Source: an optimization exercise on an open RTL-to-GDS flow (aim: small area, a short achievable clock period and few clock cycles per item). Production flows keep margins and buffers that such runs may drop.
Function was checked by simulation only, so behaviour that the tests miss may differ from the original.
Power is estimated from default activity; no workload was simulated.

## flow/design.v (module list and top-level ports; edited modules follow where they fit)
// module alu_pre: 35 lines
// module alu_stage1: 1009 lines
// module alu_stage2: 268 lines
// module pipelined_alu: 127 lines
module pipelined_alu (
  input  logic        clk,
  input  logic        rst,
  input  logic        in_valid,
  output logic        in_ready,
  input  logic [3:0]  op,
  input  logic [31:0] a,
  input  logic [31:0] b,
  output logic        out_valid,
  input  logic        out_ready,
  output logic [31:0] res,
  output logic [3:0]  flags,
  output logic [15:0] illegal_cnt
);
  // ...
==> flow/flow/run.sh <==
#!/bin/bash
set -euo pipefail
cd "$(dirname "$0")/.."
bash standard.sh synth > synth.log 2>&1
bash standard.sh "BUFFER_PORTS_ARGS=-buffer_cell sky130_fd_sc_hd__buf_2" finish > layout.log 2>&1
==> flow/standard.sh <==
#!/bin/bash
# synth_recipe.tcl (not shown) runs the flow's synth.tcl, then flattens the netlist and writes it again
# the make line also repeats each setting of config.mk as NAME=value (left out here)
make -C /OpenROAD-flow-scripts/flow DESIGN_CONFIG=/design/flow/config.mk WORK_HOME=/design/flow/orfs CLKGATE_MAP_FILE= SYNTH_SCRIPT=/design/flow/synth_recipe.tcl "${@:-finish}"
==> flow/config.mk <==
export PLATFORM = sky130hd
export DESIGN_NAME = pipelined_alu
export DESIGN_NICKNAME = pipelined_alu
export VERILOG_FILES = /design/flow/design.v
export SDC_FILE = /design/flow/constraint.sdc
export NUM_CORES = 4
export LEC_CHECK = 0
export CAP_MARGIN = 20
export CORE_MARGIN = 2
export CORE_UTILIZATION = 40
export SETUP_SLACK_MARGIN = 5
export SLEW_MARGIN = 20
==> flow/constraint.sdc <==
create_clock -name core_clock -period 9.0 [get_ports {clk}]
set_input_delay 1.8000 -clock core_clock [delete_from_list [all_inputs] [get_ports {clk}]]
set_output_delay 1.8000 -clock core_clock [all_outputs]
set_load 0.01 [all_outputs]
==> results.sh, run 1 <==
export IMPL_nNetsFinal=2635
export IMPL_grtUsageMet2_pct=37.0
export IMPL_grt_pass1_vias=18200
export IMPL_hp_class="reg -> reg"
export IMPL_antenna_found_initial=3
export IMPL_status="timing/DRC/antenna clean"
export IMPL_ys_flop_type="edfxtp_1"
export IMPL_start_util_pct=40.5
export IMPL_synthMuxAreaShare_pct=6.28
export IMPL_total_leakage_power_nw=10.7
export IMPL_rows=89
export IMPL_instances_no_fill=3088
export IMPL_firstDrtPassIters=6
export IMPL_n_sequential_cell=261
export IMPL_fin_crit_sh_pct=44.8
export IMPL_fp_dieW_um=249
export IMPL_drc=0
export IMPL_yosys_top_cells_count="256 x a22oi_1, 254 x xnor2_1, 237 x edfxtp_1"
export IMPL_drv_cap=0
export IMPL_seq_share_pct=28.9
export IMPL_syn_avg_cell_area_um2=10.6
export IMPL_clkCellAreaFrac_pct=3.47
export IMPL_synth_most_common_cell="a22oi_1"
export IMPL_fin_ws_ps=4970
export IMPL_buffers=209
export IMPL_synth_edf_count=237
export IMPL_r2r_end="cut1[31]"
export IMPL_portBuffers=125
export IMPL_switching_power_w=0.00445
export IMPL_switching_share_pct=45.5
export IMPL_n_antenna_cell=0
export IMPL_placed_area_um2=25100
Testbench counts, summed over its fixed seeds: cycles 16,024, items 16,000.
==> run 2, diff against run 1 <==
--- a/flow/config.mk
+++ b/flow/config.mk
@@ -8,5 +8,7 @@
 export CAP_MARGIN = 20
 export CORE_MARGIN = 2
 export CORE_UTILIZATION = 40
+export CTS_CLUSTER_DIAMETER = 80
+export CTS_CLUSTER_SIZE = 25
 export SETUP_SLACK_MARGIN = 5
 export SLEW_MARGIN = 20
==> run 2 against run 1 <==
  * Critical path type unchanged
  * Global-route usage down 0.097 points
  * Sequential cell count unchanged
  * Setup slack lost 0.98 ps
  * Non-clock buffer count increased by 1
  * Critical endpoint unchanged
  * Sequential share of layout area up 0.15 points
  * Utilization fell by 0.23 points
  * Via count increased by 0.66%
  * Clock power decreased by 15%
==> results.sh, run 2 <==
export IMPL_vias=18000
export IMPL_syn2layout_area_growth_pct=10.8
export IMPL_hold_violations=0
export IMPL_start_kind="input pin"
export IMPL_hold_buffers=0
export IMPL_drive_gt1_share_pct=17.7
export IMPL_cts_root_buf="clkbuf_16"
export IMPL_cts_buffers=20
export IMPL_drv_cap=0
export IMPL_max_slew_worst_pin_slew_ps=1060
export IMPL_synthesis_area_um2=23900
export IMPL_fmax_mhz=248
export IMPL_core_um2=59000
export IMPL_clock_path_buffers=3
export IMPL_postSynthCellCount=2250
export IMPL_ys_warnings_count=3
export IMPL_antenna_found_initial=3
export IMPL_drc=0
export IMPL_crit_type="in -> out"
export IMPL_ys_flop_type="edfxtp_1"
export IMPL_async_flop_share_pct=7.66
export IMPL_synth_top_area_share_pct=29.8
export IMPL_cts_sinks=261
export IMPL_n_antenna_cell=0
export IMPL_wl_per_cell_um=24.3
export IMPL_synth_edf_count=237
export IMPL_critical_path_top_delay_family="simple AND/OR/NAND/NOR gates"
export IMPL_grt_max_degree=82
export IMPL_portBuffers=125
export IMPL_power_density_nw_per_um2=362
export IMPL_cp_end_kind="primary output"
export IMPL_synth_cell_type_count=68
export IMPL_cp_cell_sequence="buf_6 -> or2_4 -> buf_6"
export IMPL_skew_ps=19.3
export IMPL_hp_class="reg -> reg"
export IMPL_r2r_slack_ps=5080
export IMPL_cp_num_buf_inv=2
export IMPL_final_common_cell="a22oi_1"
export IMPL_nNetsFinal=2627
export IMPL_start_util_pct=40.5
export IMPL_ir_drop_mv=0.292
export IMPL_yosys_top_cells_count="256 x a22oi_1, 254 x xnor2_1, 237 x edfxtp_1"
export IMPL_syn_avg_cell_area_um2=10.6
export IMPL_final_cell_mix="256 x a22oi_1, 253 x xnor2_1, 237 x edfxtp_1"
export IMPL_relSlewSlack_pct=29.2
export IMPL_grt_pass1_wl_mm=111
export IMPL_rsz0062_at_grt="yes"
export IMPL_firstDrtPassIters=6
export IMPL_yosysSeqAreaShare_pct=32.2
export IMPL_ios=126
export IMPL_synthTopCellsByArea="edfxtp_1 30%, fa_1 16%, xnor2_1 9.3%"
export IMPL_ant_nets=0
export IMPL_place_gp_congestion=0.899
export IMPL_fin_crit_sh_pct=44.8
export IMPL_drv_slew=0
export IMPL_status="timing/DRC/antenna clean"
export IMPL_cpMostUsedCell="buf_6"
export IMPL_critPathArrivalTime_ps=2230
export IMPL_fin_crit_ps=4030
export IMPL_setup_violations_final=0
export IMPL_rows=89
export IMPL_synth_top_cell_by_area="edfxtp_1"
export IMPL_design_die_area_um2=61800
export IMPL_slowest_stage="or2_4"
export IMPL_largest_reg_flops=93
export IMPL_timing_critical_path_required_ps=7200
export IMPL_clk_latency_ps=560
export IMPL_first_iter_violations=1882
export IMPL_critPathMaxFanout=2
export IMPL_cts_clk_slew_worst_paths_ps=90
export IMPL_synth_seq_cells=261
export IMPL_finalSetupTns_ps=0
export IMPL_htree_levels=1
export IMPL_holdWs_ps=469
export IMPL_grt_pass1_vias=18100
export IMPL_globalRouteTotalUtil_pct=23.1
export IMPL_die_h_um=249
export IMPL_total_leakage_power_nw=10.7
export IMPL_fp_dieW_um=249
export IMPL_grt_overflow=0
export IMPL_post_dp_hpwl_mm=51.8
export IMPL_synthesis_nets=2592
export IMPL_wirelength_mm=74.5
export IMPL_vias_per_cell=5.86
export IMPL_max_stage_delay_ps=220
export IMPL_synth_most_common_cell="a22oi_1"
export IMPL_top_register="cut1"
export IMPL_cts_tree="yes"
run 2: power by group:
group	switching [W]	leakage (nW)	internal [W]
sequential	0.000297	2.78	0.00198
clock	0.000519	0.356	0.000491
combinational	0.00366	7.53	0.00266
run 2: routing by layer:
layer  GRT usage (%)  wire length (um)  up-vias
met5               0                28        -
met4            9.22              3260        4
met3            4.53              7620      205
met2            36.7             33900     1085
met1            31.1             29700     8851
li1                -                 -     7871
run 2: area by class of cell:
class,count,area (um2)
Fill cell,5565,32500
Multi-Input combinational cell,1575,14800
Sequential cell,261,7700
Timing Repair Buffer,210,1490
Tap cell,773,967
Inverter,217,815
Clock buffer,21,526
Clock inverter,15,208
run 2: path summary, 6_finish.rpt:
path	startpoint	cells after the start	to
worst max-delay path	out_ready	3	in_ready
worst min-delay path	legal1	0	fl2[2]
worst max register to register	btwo0[7]	8	cut1[36]
worst min register to register	legal1	0	fl2[2]
max in group asynchronous	rst	2	cnt[0]
min in group asynchronous	rst	2	cnt[10]
run 2: cell families (layout without fill, tap and decap cells):
group,after synthesis,in the layout,synth area share [%]
AOI/OAI and AO/OA,473,473,13.9
buffers and inverters,414,463,6.57
xor gates and xnor gates,384,384,14.1
and+or+nand+nor,345,345,6.89
adders and majority gates,270,270,20.1
DFF,261,261,32.2
muxes,103,103,6.28
run 2: stage by stage:
stage / total power, W / worst slack [ps] / area, um2 / std cells / util (%)
floorplan: 0.00662 / 5000 / 24000 / 2250 / -
finish: 0.00960 / 4970 / 26500 / 3072 / 44.9
global placement: 0.00834 / 4490 / 25100 / 2990 / 42.5
CTS: 0.00954 / 4970 / 26100 / 3042 / 44.2
detailed placement: 0.00846 / 4510 / 25100 / 2990 / 42.5
global route: 0.0104 / 4960 / 26500 / 3072 / 44.9
run 2: repair_timing:
| action | 4_1_cts | 5_1_grt |
|---|---|---|
| gates cloned | 0 | 3 |
| buffers inserted | 16 | 27 |
| pin swaps | 1 | 0 |
| endpoints found under the setup margin | 77 | 17 |
| resized for setup | 22 | 20 |
run 2: worst reg2reg max path, stage by stage, from the launching register on:
cell,delay [ps]
edfxtp_1,910
a22oi_1,190
xnor2_1,280
fa_1,500
fa_1,480
fa_1,550
inv_1,50
fa_1,430
or2_2,300

[what the ideal ports hide]
The flow's constraints put no driver on any port. The routed layouts listed below were extracted and timed again, unchanged, in two steps.
Step 1 sets driving cells, clkbuf_16 on the clock port and buf_2 on the other inputs (assumed; they add their load-dependent delay and slew).
Step 2 moves the port delays by t, midway between the first and last clock arrival at a register: inputs arrive t later, outputs are due t later. That takes back most of the time a late clock gives input paths.
Slacks: no drivers / after step 1 / after step 2; pairs: no drivers / after step 1.
| run | shift t [ns] | setup slack, ns | worst setup path after step 2 | latest minus earliest clock arrival (ns) | cell pins on the clock port's net |
|---|---|---|---|---|---|
| run 1 | 0.642 | 4.969 / 4.938 / 4.938 | input to output | 0.027 / 0.026 | 1 |
| run 2 | 0.617 | 4.969 / 4.937 / 4.937 | input to output | 0.022 / 0.022 | 1 |
After both steps every run listed still meets setup and hold. The setup slack of run 2, which loses most, moves by -0.032 ns with the drivers and by -0.032 ns with both steps.
